This is an optimization exercise on Yosys and OpenROAD, whose aim is small area, a short achievable clock period and few clock cycles per item, not a production implementation.
Only simulation tests tie the RTL to the original design; equivalence was not proved.

`flow/design.v`:
```
`default_nettype none
package trk_tmr_pkg;
    localparam int unsigned EXP_W     = 5;
    localparam int unsigned CNT_W     = 8;
    localparam int unsigned TICK_W    = 22;
    localparam int unsigned HALF_W    = TICK_W - 1;
    localparam int unsigned RAND_W    = 16;
    localparam int unsigned CFG_IDX_W = 2;
    localparam int unsigned CFG_DAT_W = 8;
    localparam int unsigned MAX_EXP_DEF          = 24;
    localparam int unsigned TICKS_PER_SECOND_DEF = 128;
    localparam int unsigned MS_PER_SEC           = 1000;
    localparam int unsigned RAND_TOP             = (1 << RAND_W) - 1;
    localparam logic [TICK_W-1:0] TICK_MAX  = {TICK_W{1'b1}};
    localparam logic [CNT_W-1:0]  COUNT_MAX = {CNT_W{1'b1}};
    localparam logic [EXP_W-1:0] MIN_EXP_RST    = 5'd12;
    localparam logic [EXP_W-1:0] DOUBLINGS_RST  = 5'd8;
    localparam logic [CNT_W-1:0] REDUNDANCY_RST = 8'd10;
    typedef enum logic [1:0] {
        OP_TICK  = 2'd0,
        OP_HEARD = 2'd1,
        OP_RESET = 2'd2,
        OP_START = 2'd3
    } t_op;
    typedef enum logic [2:0] {
        EV_NONE     = 3'd0,
        EV_TRANSMIT = 3'd1,
        EV_SUPPRESS = 3'd2,
        EV_POSTPONE = 3'd3,
        EV_NEW_INTV = 3'd4
    } t_event;
    typedef enum logic [CFG_IDX_W-1:0] {
        CFG_MIN_EXP    = 2'd0,
        CFG_DOUBLINGS  = 2'd1,
        CFG_REDUNDANCY = 2'd2
    } t_cfg_idx;
    typedef struct packed {
        t_op               op;
        logic [RAND_W-1:0] rand_word;
        logic              addr_ready;
    } t_in_item;
    typedef struct packed {
        t_event            event_res;
        logic [EXP_W-1:0]  interval_exp;
        logic [CNT_W-1:0]  consistent_count;
    } t_out_item;
    typedef logic [(1 << EXP_W)-1:0][TICK_W-1:0] t_tick_tbl;
    function automatic t_tick_tbl ticks_table(input int unsigned tps);
        logic [(1 << EXP_W)*TICK_W-1:0] tbl;
        logic [63:0] t;
        for (int e = 0; e < (1 << EXP_W); e++) begin
            t = ((64'd1 << e) * 64'(tps)) / MS_PER_SEC;
            if (t > 64'(TICK_MAX)) begin
                t = 64'(TICK_MAX);
            end
            tbl[e*TICK_W +: TICK_W] = t[TICK_W-1:0];
        end
        ticks_table = tbl;
    endfunction
endpackage
`default_nettype wire
`default_nettype none
module trickle_interval_timer_unit #(
    parameter int unsigned TICKS_PER_SECOND = trk_tmr_pkg::TICKS_PER_SECOND_DEF,
    parameter int unsigned MAX_EXP          = trk_tmr_pkg::MAX_EXP_DEF
) (
    input  wire                                  i_clk,
    input  wire                                  i_rst_n,
    input  wire                                  i_in_valid,
    output logic                                 o_in_ready,
    input  wire [18:0]                           i_in,
    output logic                                 o_out_valid,
    input  wire                                  i_out_ready,
    output logic [15:0]                          o_out,
    input  wire                                  i_cfg_valid,
    output logic                                 o_cfg_ready,
    input  wire [trk_tmr_pkg::CFG_IDX_W-1:0]     i_cfg_index,
    input  wire [trk_tmr_pkg::CFG_DAT_W-1:0]     i_cfg_data
);
    localparam int unsigned EXP_W  = trk_tmr_pkg::EXP_W;
    localparam int unsigned CNT_W  = trk_tmr_pkg::CNT_W;
    localparam int unsigned TICK_W = trk_tmr_pkg::TICK_W;
    localparam int unsigned HALF_W = trk_tmr_pkg::HALF_W;
    localparam int unsigned RAND_W = trk_tmr_pkg::RAND_W;
    localparam int unsigned PROD_W = HALF_W + RAND_W;
    localparam logic [(1 << EXP_W)*TICK_W-1:0] TICK_TBL =
        trk_tmr_pkg::ticks_table(TICKS_PER_SECOND);
    localparam logic [EXP_W-1:0]  MAX_EXP_V  = EXP_W'(MAX_EXP);
    localparam logic [TICK_W-1:0] POSTPONE_T = TICK_W'(TICKS_PER_SECOND);
    logic [EXP_W-1:0] r_min_exp;
    logic [EXP_W-1:0] r_doublings;
    logic [CNT_W-1:0] r_redundancy;
    logic [EXP_W-1:0]  r_cur_exp,      n_cur_exp;
    logic [CNT_W-1:0]  r_heard,        n_heard;
    logic              r_fire_pending, n_fire_pending;
    logic [TICK_W-1:0] r_ticks_left,   n_ticks_left;
    logic [TICK_W-1:0] r_tail_ticks,   n_tail_ticks;
    logic              r_running,      n_running;
    logic              r_addr_ok,      n_addr_ok;
    logic                   r_out_valid;
    trk_tmr_pkg::t_out_item r_out;
    trk_tmr_pkg::t_event    n_event;
    trk_tmr_pkg::t_in_item in_s;
    logic             in_xfer;
    logic             do_begin;
    logic [EXP_W-1:0] eff_min;
    logic [EXP_W:0]   ceil_sum;
    logic [EXP_W-1:0] exp_ceil;
    logic [TICK_W-1:0] intv_ticks;
    logic [HALF_W-1:0] half;
    logic [PROD_W-1:0] prod;
    logic [TICK_W-1:0] fold1;
    logic [RAND_W:0]   fold2;
    logic [TICK_W-1:0] quot;
    logic [TICK_W-1:0] fire;
    assign in_s        = i_in;
    assign o_cfg_ready = 1'b1;
    assign o_in_ready  = !r_out_valid || i_out_ready;
    assign in_xfer     = i_in_valid && o_in_ready;
    assign o_out_valid = r_out_valid;
    assign o_out       = r_out;
    always_comb begin
        eff_min  = (r_min_exp > MAX_EXP_V) ? MAX_EXP_V : r_min_exp;
        ceil_sum = {1'b0, r_min_exp} + {1'b0, r_doublings};
        exp_ceil = (ceil_sum > {1'b0, MAX_EXP_V}) ? MAX_EXP_V : ceil_sum[EXP_W-1:0];
    end
    always_comb begin
        n_cur_exp      = r_cur_exp;
        n_heard        = r_heard;
        n_fire_pending = r_fire_pending;
        n_ticks_left   = r_ticks_left;
        n_tail_ticks   = r_tail_ticks;
        n_running      = r_running;
        n_addr_ok      = r_addr_ok;
        n_event        = trk_tmr_pkg::EV_NONE;
        do_begin       = 1'b0;
        case (in_s.op)
            trk_tmr_pkg::OP_TICK: begin
                if (r_running) begin
                    if (r_ticks_left > TICK_W'(1)) begin
                        n_ticks_left = r_ticks_left - TICK_W'(1);
                    end else if (!r_addr_ok && !in_s.addr_ready) begin
                        n_ticks_left = POSTPONE_T;
                        n_event      = trk_tmr_pkg::EV_POSTPONE;
                    end else begin
                        n_addr_ok = 1'b1;
                        if (r_fire_pending) begin
                            n_event = (r_heard < r_redundancy) ?
                                      trk_tmr_pkg::EV_TRANSMIT : trk_tmr_pkg::EV_SUPPRESS;
                            n_fire_pending = 1'b0;
                            n_ticks_left   = r_tail_ticks;
                        end else begin
                            if (r_cur_exp < exp_ceil) begin
                                n_cur_exp = r_cur_exp + EXP_W'(1);
                            end
                            do_begin = 1'b1;
                        end
                    end
                end
            end
            trk_tmr_pkg::OP_HEARD: begin
                if (r_heard != trk_tmr_pkg::COUNT_MAX) begin
                    n_heard = r_heard + CNT_W'(1);
                end
            end
            trk_tmr_pkg::OP_RESET: begin
                if (r_cur_exp > eff_min) begin
                    n_cur_exp = eff_min;
                    do_begin  = 1'b1;
                end
            end
            trk_tmr_pkg::OP_START: begin
                n_cur_exp = eff_min;
                do_begin  = 1'b1;
            end
            default: begin
                n_event = trk_tmr_pkg::EV_NONE;
            end
        endcase
        intv_ticks = TICK_TBL[n_cur_exp*TICK_W +: TICK_W];
        half       = intv_ticks[TICK_W-1:1];
        prod       = PROD_W'(half) * PROD_W'(in_s.rand_word);
        fold1      = TICK_W'(prod[PROD_W-1:RAND_W]) + TICK_W'(prod[RAND_W-1:0]);
        fold2      = (RAND_W+1)'(fold1[TICK_W-1:RAND_W]) + (RAND_W+1)'(fold1[RAND_W-1:0]);
        quot       = TICK_W'(prod[PROD_W-1:RAND_W]) + TICK_W'(fold1[TICK_W-1:RAND_W])
                   + TICK_W'(fold2 >= (RAND_W+1)'(trk_tmr_pkg::RAND_TOP));
        fire       = TICK_W'(half) + quot;
        if (do_begin) begin
            n_ticks_left   = fire;
            n_tail_ticks   = intv_ticks - fire;
            n_fire_pending = 1'b1;
            n_heard        = '0;
            n_running      = 1'b1;
            n_event        = trk_tmr_pkg::EV_NEW_INTV;
        end
    end
    always_ff @(posedge i_clk) begin
        if (!i_rst_n) begin
            r_min_exp    <= trk_tmr_pkg::MIN_EXP_RST;
            r_doublings  <= trk_tmr_pkg::DOUBLINGS_RST;
            r_redundancy <= trk_tmr_pkg::REDUNDANCY_RST;
        end else if (i_cfg_valid && o_cfg_ready) begin
            case (i_cfg_index)
                trk_tmr_pkg::CFG_MIN_EXP:    r_min_exp    <= i_cfg_data[EXP_W-1:0];
                trk_tmr_pkg::CFG_DOUBLINGS:  r_doublings  <= i_cfg_data[EXP_W-1:0];
                trk_tmr_pkg::CFG_REDUNDANCY: r_redundancy <= i_cfg_data[CNT_W-1:0];
                default: begin
                end
            endcase
        end
    end
    always_ff @(posedge i_clk) begin
        if (!i_rst_n) begin
            r_cur_exp      <= '0;
            r_heard        <= '0;
            r_fire_pending <= 1'b0;
            r_ticks_left   <= '0;
            r_tail_ticks   <= '0;
            r_running      <= 1'b0;
            r_addr_ok      <= 1'b0;
            r_out_valid    <= 1'b0;
        end else begin
            if (in_xfer) begin
                r_cur_exp      <= n_cur_exp;
                r_heard        <= n_heard;
                r_fire_pending <= n_fire_pending;
                r_ticks_left   <= n_ticks_left;
                r_tail_ticks   <= n_tail_ticks;
                r_running      <= n_running;
                r_addr_ok      <= n_addr_ok;
                r_out_valid    <= 1'b1;
            end else if (i_out_ready) begin
                r_out_valid <= 1'b0;
            end
        end
    end
    always_ff @(posedge i_clk) begin
        if (in_xfer) begin
            r_out.event_res        <= n_event;
            r_out.interval_exp     <= n_cur_exp;
            r_out.consistent_count <= n_heard;
        end
    end
endmodule
`default_nettype wire
```
`flow/run.sh`:
```
#!/bin/bash
# synth_recipe.tcl (not shown) runs the flow's synth.tcl, then flattens the netlist and writes it again
# the make line also repeats each setting of config.mk as NAME=value (left out here)
make -C /OpenROAD-flow-scripts/flow DESIGN_CONFIG=/design/flow/config.mk WORK_HOME=/design/flow/orfs CLKGATE_MAP_FILE= SYNTH_SCRIPT=/design/flow/synth_recipe.tcl finish
```
`flow/config.mk`:
```
export PLATFORM = sky130hd
export DESIGN_NAME = trickle_interval_timer_unit
export DESIGN_NICKNAME = trickle_interval_timer_unit
export VERILOG_FILES = /design/flow/design.v
export SDC_FILE = /design/flow/constraint.sdc
export NUM_CORES = 4
export LEC_CHECK = 0
export CAP_MARGIN = 20
export CORE_MARGIN = 2
export CORE_UTILIZATION = 40
export PLACE_DENSITY = 0.6
export SLEW_MARGIN = 20
```
`flow/constraint.sdc`:
```
create_clock -name core_clock -period 22.0 [get_ports {i_clk}]
set_input_delay 4.4000 -clock core_clock [delete_from_list [all_inputs] [get_ports {i_clk}]]
set_output_delay 4.4000 -clock core_clock [all_outputs]
set_load 0.01 [all_outputs]
```
==> run summary <==
[kinds of logic (layout without fill, tap and decap cells)]
kind of cell,Yosys count,count (layout),share of synthesized area [%]
adder cells (fa/ha/maj),493,493,40.44
other,1,2,0.01842
AND/OR/NAND/NOR,841,841,20.42
buffers and inverters,479,515,9.201
AO/OA/AOI/OAI,438,438,13.82
flip-flops,95,95,10.13
multiplexers,28,28,1.407
XOR/XNOR,102,102,4.561
[synth_stat cells, types with 26 or more instances]
cell type	instances
clkbuf_1	73
a21o_1	31
nand2b_1	36
dfxtp_1	79
mux2i_1	26
and2_1	159
nor2b_1	29
xor2_1	36
nand3_1	36
nor2_1	147
o21ai_0	91
ha_1	218
xnor2_1	63
nand2_1	306
a21oi_1	140
fa_1	275
inv_1	368
[cell type report]
class	instances	area [um^2]	area share, %
diodes	1	2.502	0.01125
clock buffers	11	275.3	1.238
clock inverters	5	45.04	0.2025
inverters	373	1403	6.307
multi-input cells	1903	16530	74.34
flip-flops and latches	95	2062	9.272
well taps	672	840.8	3.781
repair buffers	126	1077	4.844
[placed cells by master, fill, tap and decap left out, types with 26 or more instances in the layout]
| master | n |
|---|---|
| inv_1 | 366 |
| nand2_1 | 306 |
| fa_1 | 275 |
| ha_1 | 216 |
| and2_1 | 159 |
| nor2_1 | 146 |
| a21oi_1 | 140 |
| o21ai_0 | 90 |
| dfxtp_1 | 79 |
| buf_4 | 74 |
| xnor2_1 | 63 |
| clkdlybuf4s50_1 | 51 |
| nand2b_1 | 36 |
| nand3_1 | 36 |
| xor2_1 | 36 |
| a21o_1 | 31 |
| nor2b_1 | 29 |
| mux2i_1 | 26 |
[repair_timing]
item	in CTS	in global routing
setup buffers	0	1
gates resized for setup	0	20
setup endpoints to repair	0	7
hold buffers	0	0
[stage by stage]
| stage | cells | hold WS [ps] | worst slack [ps] |
|---|---|---|---|
| 2_1_floorplan | 2477 | 426.7 | 1935 |
| 3_3_place_gp | 3168 | 435.9 | 312.8 |
| 3_5_place_dp | 3168 | 443.4 | 102.9 |
| 4_1_cts | 3184 | 454.0 | 419.8 |
| 5_1_grt | 3186 | 475.2 | 31.34 |
| 6_report | 3186 | 452.8 | 1153 |
[state kept, by name, indices dropped and copies added (netlist names), 5 cells and up]
signal,cells
r_doublings,5
r_ticks_left,22
r_min_exp,5
r_heard,8
r_cur_exp,5
r_out,16
r_tail_ticks,22
r_redundancy,8
[layer usage]
layer | track usage (%) | vias up | part of all wire [%]
met5 | 0 | - | 0
met4 | 5.844 | 0 | 2.3
met2 | 36.73 | 409 | 48
met3 | 2.278 | 68 | 4.8
met1 | 29.04 | 8395 | 45
li1 | - | 8113 | -
[final timing paths]
check	from	endpoint	slack [ps]	cells after the start
max reg2reg	r_min_exp[0]	r_tail_ticks[21]	3580	81
min	r_tail_ticks[7]	r_tail_ticks[7]	450	2
min reg2reg	r_tail_ticks[7]	r_tail_ticks[7]	450	2
max	i_in[17]	r_tail_ticks[21]	1150	71
[worst max-delay path, delay by kind of cell]
family	cells	cell delay [ps]
compound gates	23	4510
xor+xnor	2	510
fa+ha+maj	13	5240
buf+inv	10	1580
mux	2	460
simple gates	21	4340
==> flow_summary.ini <==
[run_status]
status = finished clean

[die]
die_y_um = 229.6
io-pin-count = 53
rows = 82
initial_core_util_pct = 40.58
dieArea_um2 = 52710
core_area_um2 = 50170
die_w_um = 229.6

[sta]
maxSlewHeadroom_pct = 25.48
drv_slew = 0
fin_tns_setup_ps = 0
fmax_mhz = 47.97
finalSetupViolCount = 0
rsz0062_at_grt = no
hold_violations = 0
finalClockSkew_ps = 12.64
worst_slew_pin_slew_ps = 1114
period_needed_ps = 20850
finalCritPeriodShare_pct = 94.76

[global_routing]
grt-ovfl-total = 0
antenna_found_initial = 1
grt_max_degree = 46
grt_pass1_vias = 17440
grt_util_all_layers_pct = 21.56
grt_pass1_wl_mm = 91.75

[clocking]
path_clk_slew_ps = 80
tritoncts = done
root_buffer = clkbuf_16
cts_buffers = 9
clock-sinks = 95
cts_max_level = 3
clockBufferDepth = 2
clk_latency_ps = 360

[routing]
ant_nets = 0
drc_errors = 0
wirelength_mm = 55.88
drt_iter0_markers = 916
viasPerCell = 5.331
drt_pass1_iterations = 5
route.vias.total = 16990
wl_per_cell_um = 17.54

[synthesis]
synth_warnings = 1
syn_inst = 2477
async_reset_ff_share_pct = 0
synth_fp_nets = 3004
synthesis.area_um2 = 20360
avgSynthCellArea_um2 = 8.218
synth_seq_cells = 95
synth_top_cell_area_share_pct = 27.04
synthFlopType = dfxtp_1
synth_top_area_cell = fa_1
synth.area.top_cells = fa_1 (27%), ha_1 (13%), dfxtp_1 (7.8%)
ys_types = 96
yosysSeqAreaShare_pct = 10.13
synth-edff-count = 16

[placement]
dp_hpwl_mm = 45.07
place_congestion = 0.9048
placed_area_um2 = 21810
numPortBuffers = 51

[hold_path]
hp-class = reg2reg

[worst_setup_path]
critPathRequiredTime_ps = 22290
cp_max_fo = 18
end_kind = flip-flop
critPathLaunchType = primary input
critPathKind = in2reg
crit_top_cell = fa_1
slowest_stage = fa_1
cp.arrival_ps = 21140
max_stage_delay_ps = 580

[final_layout]
fillers = 4967
post-route-util_pct = 44.33
design_area_um2 = 22240
syn_to_final_growth_pct = 9.244
drive_above_1_share_pct = 6.327
layout.nets = 3035

[flow_run]
maxCapViolCount = 0
Testbench counts, summed over its fixed seeds: cycles 32,008, ops 32,000.

==> separate check: timing with driven ports <==
The results above use ideal ports. As a check the final layout listed here was re-extracted and re-timed, cells and wires unchanged.
Step 1 assumes that a clkbuf_16 drives the clock port and a buf_2 every other input.
Step 2 also shifts input and output timing later by t, the mid clock arrival at the registers, as if the neighbouring blocks saw the same clock.
a / b / c = no drivers / after step 1 / after step 2; a / b = the first two.
t, ns: 0.396
setup slack, ns: 1.153 / 1.168 / 0.773
worst register clock-pin slew, ns: 0.08 / 0.08
worst data-port slew with drivers (ns): 0.04
pins driven straight from the clock port: 1
After both steps this run still meets setup and hold. The setup slack of this run moves by +0.015 ns with the drivers and by -0.380 ns with both steps.
